From an optimization exercise on the open Yosys and OpenROAD flow, aimed at small area and a short achievable clock period; shortcuts taken in it are not production practice. The RTL was checked by simulation tests, not by an equivalence proof against the original design.

==> flow/design.v (excerpt) <==
module mecanum_wheel_mixer_top (
  input  logic                    clk_i,
  input  logic                    rst_ni,
  input  logic                    start,
  output logic                    busy,
  input  logic signed [CMD_W-1:0] strafe_cmd_i,
  input  logic signed [CMD_W-1:0] forward_cmd_i,
  input  logic signed [CMD_W-1:0] rotate_cmd_i,
  output logic                    done_o,
  output logic signed [OUT_W-1:0] front_left_power_o,
  output logic signed [OUT_W-1:0] front_right_power_o,
  output logic signed [OUT_W-1:0] back_left_power_o,
  output logic signed [OUT_W-1:0] back_right_power_o,
  input  logic                    psel,
  input  logic                    penable,
  input  logic                    pwrite,
  input  logic [APB_AW-1:0]       paddr,
  input  logic [APB_DW-1:0]       pwdata,
  output logic [APB_DW-1:0]       prdata,
  output logic                    pready
);
  localparam int             NSTEP = QW / 2;
  localparam logic [NSTEP-2:0] CUT  = 3'b111;
  ...
Size: roughly 560 flip-flops, about 140 I/O pins, roughly 41000 um2 of cells after synthesis.
==> flow/config.mk <==
export PLATFORM = sky130hd
export DESIGN_NAME = mecanum_wheel_mixer_top
export DESIGN_NICKNAME = mecanum_wheel_mixer_top
export VERILOG_FILES = /design/flow/design.v
export SDC_FILE = /design/flow/constraint.sdc
export NUM_CORES = 4
export LEC_CHECK = 0
export CAP_MARGIN = 20
export CORE_MARGIN = 2
export CORE_UTILIZATION = 60
export CTS_CLUSTER_DIAMETER = 70
export CTS_CLUSTER_SIZE = 30
export PLACE_DENSITY = 0.75
export SETUP_SLACK_MARGIN = 4.75
export SLEW_MARGIN = 20
==> flow/constraint.sdc <==
create_clock -name core_clock -period 8.5 [get_ports {clk_i}]
set_input_delay 1.7000 -clock core_clock [delete_from_list [all_inputs] [get_ports {clk_i}]]
set_output_delay 1.7000 -clock core_clock [all_outputs]
set_load 0.01 [all_outputs]
run.sh (not shown) runs the stock make flow with config.mk's settings and CLKGATE_MAP_FILE= SYNTH_SCRIPT=/design/flow/synth_recipe.tcl, a recipe that flattens the netlist after the stock synthesis.
Edit:
Settings changed: CTS_CLUSTER_DIAMETER 70 to 80, CTS_CLUSTER_SIZE 30 to 35, TNS_END_PERCENT set to 5.
Result: The changed run finished with timing, DRC and antenna clean. Final cell count came out lower by 0.47%. Synthesized area stays the same. Worst hold slack barely changes. Global-route usage stays flat. Utilization came out lower by 1.2 points. Cell area came out lower by 1.8%. First-iteration DRC count came out lower by 2.5%. Clock-buffer cell count came out lower by 11.

== oak ==
Another version of the RTL of mecanum_wheel_mixer_top (not shown whole).
For scale: roughly 4300 cells after synthesis, about 140 I/O pins.
clock: 8.5 ns
lec_check: 0
cap_margin: 20
core_margin: 2
core_utilization: 60
cts_cluster_diameter: 80
cts_cluster_size: 35
place_density: 0.85
setup_slack_margin: 4.6
slew_margin: 20
The final layout from oak, which completed every stage, passed the timing, DRC and antenna checks at the end of the flow.
--- input diff oak..pine ---
- SETUP_SLACK_MARGIN changed from 4.6 to 4.65
- PLACE_DENSITY changed from 0.85 to 0.75
Results
In summary, pine completed successfully, with a layout that passed the timing, DRC and antenna checks. Delta (pine minus oak): number of global-route vias before repair down 5.2%, number of filler cells placed in the layout up 297, global-route met3 utilization flat. Compared with oak, pine shows non-clock buffer instance count of the final layout higher by 33. In pine, the cell area came out 720 µm² above the value in oak. The worst-path cell with the longest stage delay comes out fa_1 in one run and or3_1 in the other, namely in pine and oak respectively.
For birch, these inputs were changed with respect to pine:
- SETUP_SLACK_MARGIN changed from 4.65 to 4.6
- CORE_UTILIZATION changed from 60 to 50
- PLACE_DENSITY changed from 0.75 to 0.65
--- outcome ---
Changes observed in birch relative to pine: worst clock skew on the final layout rose 0.0070 ns, via total after detailed routing fell 936.
Compared with pine, birch shows a global placer's final weighted congestion that is about 2.2% lower.
Data-path buffer share of cell area in the final layout delta for birch relative to pine: 0.69 points lower
First element of the critical path: span_q[5] -> birch, q[16] -> pine
Area of the die delta for birch relative to pine: 13000 µm² higher
Relative to birch, the following input files were edited for maple:
- CORE_UTILIZATION now 60, was 50
- PLACE_DENSITY now 0.75, was 0.65
Results
Largest clock skew in the final design: maple vs birch, no meaningful difference. Final wirelength, maple and birch: smaller value in maple. In the flow results for maple and birch, the growth of design area from synthesis to finish is smaller on maple. Total number of vias: lower on birch. ~same footprint of the multi-input gates in maple and birch. Of maple and birch, birch shows the higher post-route cell area, with maple below it. birch -> maple: remaining design rule violation count delta 0, exact match. The logic depth of the worst register-to-register path of maple falls short of that of birch by 1. In summary, maple completed successfully, with a layout that passed the timing, DRC and antenna checks. Compared to birch, maple was floorplanned on a smaller die. Going from birch to maple, worst setup slack grows by 0.088 ns.

== run A ==
Starting RTL as in the previous note.
Settings: LEC_CHECK=0, CAP_MARGIN=20, CORE_MARGIN=2, CORE_UTILIZATION=60, CTS_CLUSTER_DIAMETER=80, CTS_CLUSTER_SIZE=35, PLACE_DENSITY=0.75, SETUP_SLACK_MARGIN=4.9, SLEW_MARGIN=20; clock period 8.5 ns.
[inputs] run B vs run A
- swapping 80 for 100 in CTS_CLUSTER_DIAMETER
- swapping 4.9 for 4.6 in SETUP_SLACK_MARGIN
- swapping 35 for 30 in CTS_CLUSTER_SIZE
## What came out
The final critical path time including I/O delays and setup in run B was higher than what run A gave.
Diff run B and run A: area growth from synthesis to layout lower in run B
On sequential share of layout area: run B sits above run A.
Length of routed met3 wiring: run B lower than run A
The final layout from run B, which completed every stage, passed the timing, DRC and antenna checks at the end of the flow.
Run A -> run B: total number of multi-input combinational cells delta 0, exact match
Cell area went down by a few percent going from run A to run B.
Looking at end point of the critical path, the n_q[47]$_DFF_P_ result is from run B; the n_q[30]$_DFF_P_ one comes from run A.
diff inputs: run B => run C
- a change of SETUP_SLACK_MARGIN from 4.6 to 4.75
- a change of CTS_CLUSTER_SIZE from 30 to 35
- a change of CTS_CLUSTER_DIAMETER from 100 to 80
## What came out
NOTE: growth of design area from synthesis to finish in run C exceeds that of run B
Setup slack in run C is larger than in run B.
On via count of the routed design, run B beats run C.
Per the comparison of run C with run B, global-route usage climbed 0.35 points; number of instances resized during post-cts repair grew by 55; fraction of the core area covered by cells at the end of the flow went up 1.0 points.
On met3 capacity usage during global routing: run C sits above run B.

mecanum_wheel_mixer_top, a different RTL version from the one above (not shown whole).
For scale: ~5000 cells after synthesis, ~570 flip-flops, roughly 43000 µm² of cells after synthesis.
// mecanum_wheel_mixer_top
module mecanum_wheel_mixer_top (
  input  logic                    clk_i,
  input  logic                    rst_ni,
  input  logic                    start,
  output logic                    busy,
  input  logic signed [CMD_W-1:0] strafe_cmd_i,
  input  logic signed [CMD_W-1:0] forward_cmd_i,
  input  logic signed [CMD_W-1:0] rotate_cmd_i,
  output logic                    done_o,
  output logic signed [OUT_W-1:0] front_left_power_o,
  output logic signed [OUT_W-1:0] front_right_power_o,
  output logic signed [OUT_W-1:0] back_left_power_o,
  output logic signed [OUT_W-1:0] back_right_power_o,
  input  logic                    psel,
  input  logic                    penable,
  input  logic                    pwrite,
  input  logic [APB_AW-1:0]       paddr,
  input  logic [APB_DW-1:0]       pwdata,
  output logic [APB_DW-1:0]       prdata,
  output logic                    pready
);
  localparam int             NSTEP = QW / 2;
  localparam logic [NSTEP-2:0] CUT  = 3'b111;
  localparam int             CUTN  = 1;
  localparam logic [NSTEP-1:0] FAST = 4'b0111;
  localparam int             NV    = 5 + CUTN + int'(CUT[0]) + int'(CUT[1]) + int'(CUT[2]);
  logic            busy_q;
  logic [MP_W-1:0] min_power;
  logic [NV-1:0]   v_q;
  always_ff @(posedge clk_i or negedge rst_ni) begin
    if (!rst_ni) begin
      busy_q <= 1'b1;
  ...
export LEC_CHECK = 0
export CAP_MARGIN = 20
export CORE_MARGIN = 2
export CORE_UTILIZATION = 60
export PLACE_DENSITY = 0.75
export SETUP_SLACK_MARGIN = 4.6
export SLEW_MARGIN = 20
create_clock -name core_clock -period 8.5 [get_ports {clk_i}]
The first run completed with no timing, DRC or antenna violations.
Then changed:
- CORE_UTILIZATION: 60 -> 70
- PLACE_DENSITY: 0.75 -> 0.85
- SETUP_SLACK_MARGIN: 4.6 -> 4.65
The changed run finished clean. Flip-flop and latch count is unchanged. Synthesized cell count is unchanged. Design area goes up by 0.31%.

v25:
mecanum_wheel_mixer_top again, from the RTL that the note above started with.
export LEC_CHECK = 0
export CAP_MARGIN = 5
export CORE_MARGIN = 2
export CORE_UTILIZATION = 60
export PLACE_DENSITY = 0.75
export SETUP_SLACK_MARGIN = 4.65
export SLEW_MARGIN = 5
create_clock -name core_clock -period 8.5 [get_ports {clk_i}]
--- input diff v25..v23 ---
- changing CAP_MARGIN from 5 to 20
- setting ABC_AREA to 1 for the first time
- changing SETUP_SLACK_MARGIN from 4.65 to 4.75
- changing SLEW_MARGIN from 5 to 20
### Flow results
v23 closes out successfully: all stages finished, all timing, DRC and antenna checks passed. prdata[4] as the endpoint of the most critical setup path was reported by v23, and n_q[46] by v25. Summary of v23 over v25: non-clock inverter count in the final layout +358; layout multi-input combinational cell count now sits higher. Diff v25 -> v23: global-route usage over all layers up 2.0 points; highest attainable clock frequency has increased; global-route met2 utilization went up by 3.0 points; first-pass iteration count of the detailed router higher.
#### Input delta (v46 over v23)
- SETUP_SLACK_MARGIN: 4.75 -> 4.8
- ABC_AREA: 1 -> unset
==> comparison <==
- From v23 to v46 the numbers moved as follows: gate count after technology mapping shows a reduction of 1,122, final area fell about 1.2%, average cell area after synthesis went up.
Edits applied to the flow inputs when going from v46 to v17:
- CTS_CLUSTER_DIAMETER: unset -> 60
- CTS_CLUSTER_SIZE: unset -> 25
- SETUP_SLACK_MARGIN: 4.8 -> 4.75
Diff v46 -> v17: design area shrank by 980 µm²; routed wire length went down 3.1%. v46 vs v17, origin of the worst setup path: u_apb.min_power_q[0] vs paddr[2]. The run showing the smaller number of buffers created by CTS is v17. v17 reports its critical-path cell with the highest stage delay as sky130_fd_sc_hd__buf_2 while v46 reports sky130_fd_sc_hd__dfstp_4. In v17, the arrival time reported for the critical path endpoint came out 0.05 ns below the value in v46. v17 vs v46 on fraction of area in multi-input gates: v17 is the higher one.

[what the ideal ports hide]
In the flow no input, the clock included, has a driving cell. The finished layouts below were timed again as built, in two steps. Step 1 assumes that a clkbuf_16 drives the clock port and a buf_2 every other input. Step 2 also shifts input and output timing later by t, the mid clock arrival at the registers, as if the neighbouring blocks saw the same clock. Slacks: ideal / step 1 / step 2; pairs: ideal / step 1.
run	t (ns)	setup slack, ns	hold WS [ns]	slew at the worst register clock pin (ns)	cell pins on the clock port's net
the first run of note 1	0.663	4.689 / 4.624 / 4.273	0.325 / 0.325 / 0.325	0.11 / 0.11	1
the second run of note 1	0.706	4.652 / 4.609 / 4.154	0.327 / 0.327 / 0.327	0.12 / 0.12	1
oak	0.684	4.507 / 4.507 / 4.102	0.336 / 0.336 / 0.336	0.12 / 0.12	1
pine	0.708	4.636 / 4.636 / 4.161	0.320 / 0.320 / 0.320	0.12 / 0.12	1
birch	0.680	4.580 / 4.580 / 4.189	0.314 / 0.314 / 0.314	0.12 / 0.12	1
maple	0.685	4.668 / 4.668 / 4.127	0.332 / 0.332 / 0.332	0.12 / 0.12	1
run A	0.714	4.688 / 4.688 / 4.391	0.333 / 0.333 / 0.333	0.12 / 0.12	1
run B	0.671	4.646 / 4.646 / 4.113	0.321 / 0.321 / 0.321	0.11 / 0.11	1
run C	0.704	4.699 / 4.693 / 4.304	0.331 / 0.331 / 0.331	0.12 / 0.12	1
the first run of note 4	0.697	4.631 / 4.608 / 4.099	0.322 / 0.322 / 0.322	0.07 / 0.07	1
the second run of note 4	0.699	4.293 / 4.293 / 4.129	0.314 / 0.314 / 0.314	0.08 / 0.08	1
v25	0.695	4.692 / 4.672 / 4.174	0.322 / 0.322 / 0.322	0.07 / 0.07	1
v23	0.707	4.758 / 4.727 / 4.237	0.313 / 0.313 / 0.313	0.07 / 0.07	1
v46	0.707	4.721 / 4.654 / 4.273	0.319 / 0.319 / 0.319	0.07 / 0.07	1
v17	0.673	4.771 / 4.737 / 4.298	0.309 / 0.309 / 0.309	0.09 / 0.09	1
After both steps setup and hold are still met in every run listed. The setup slack of maple, which loses most, moves by 0.000 ns with the drivers and by -0.541 ns with both steps.
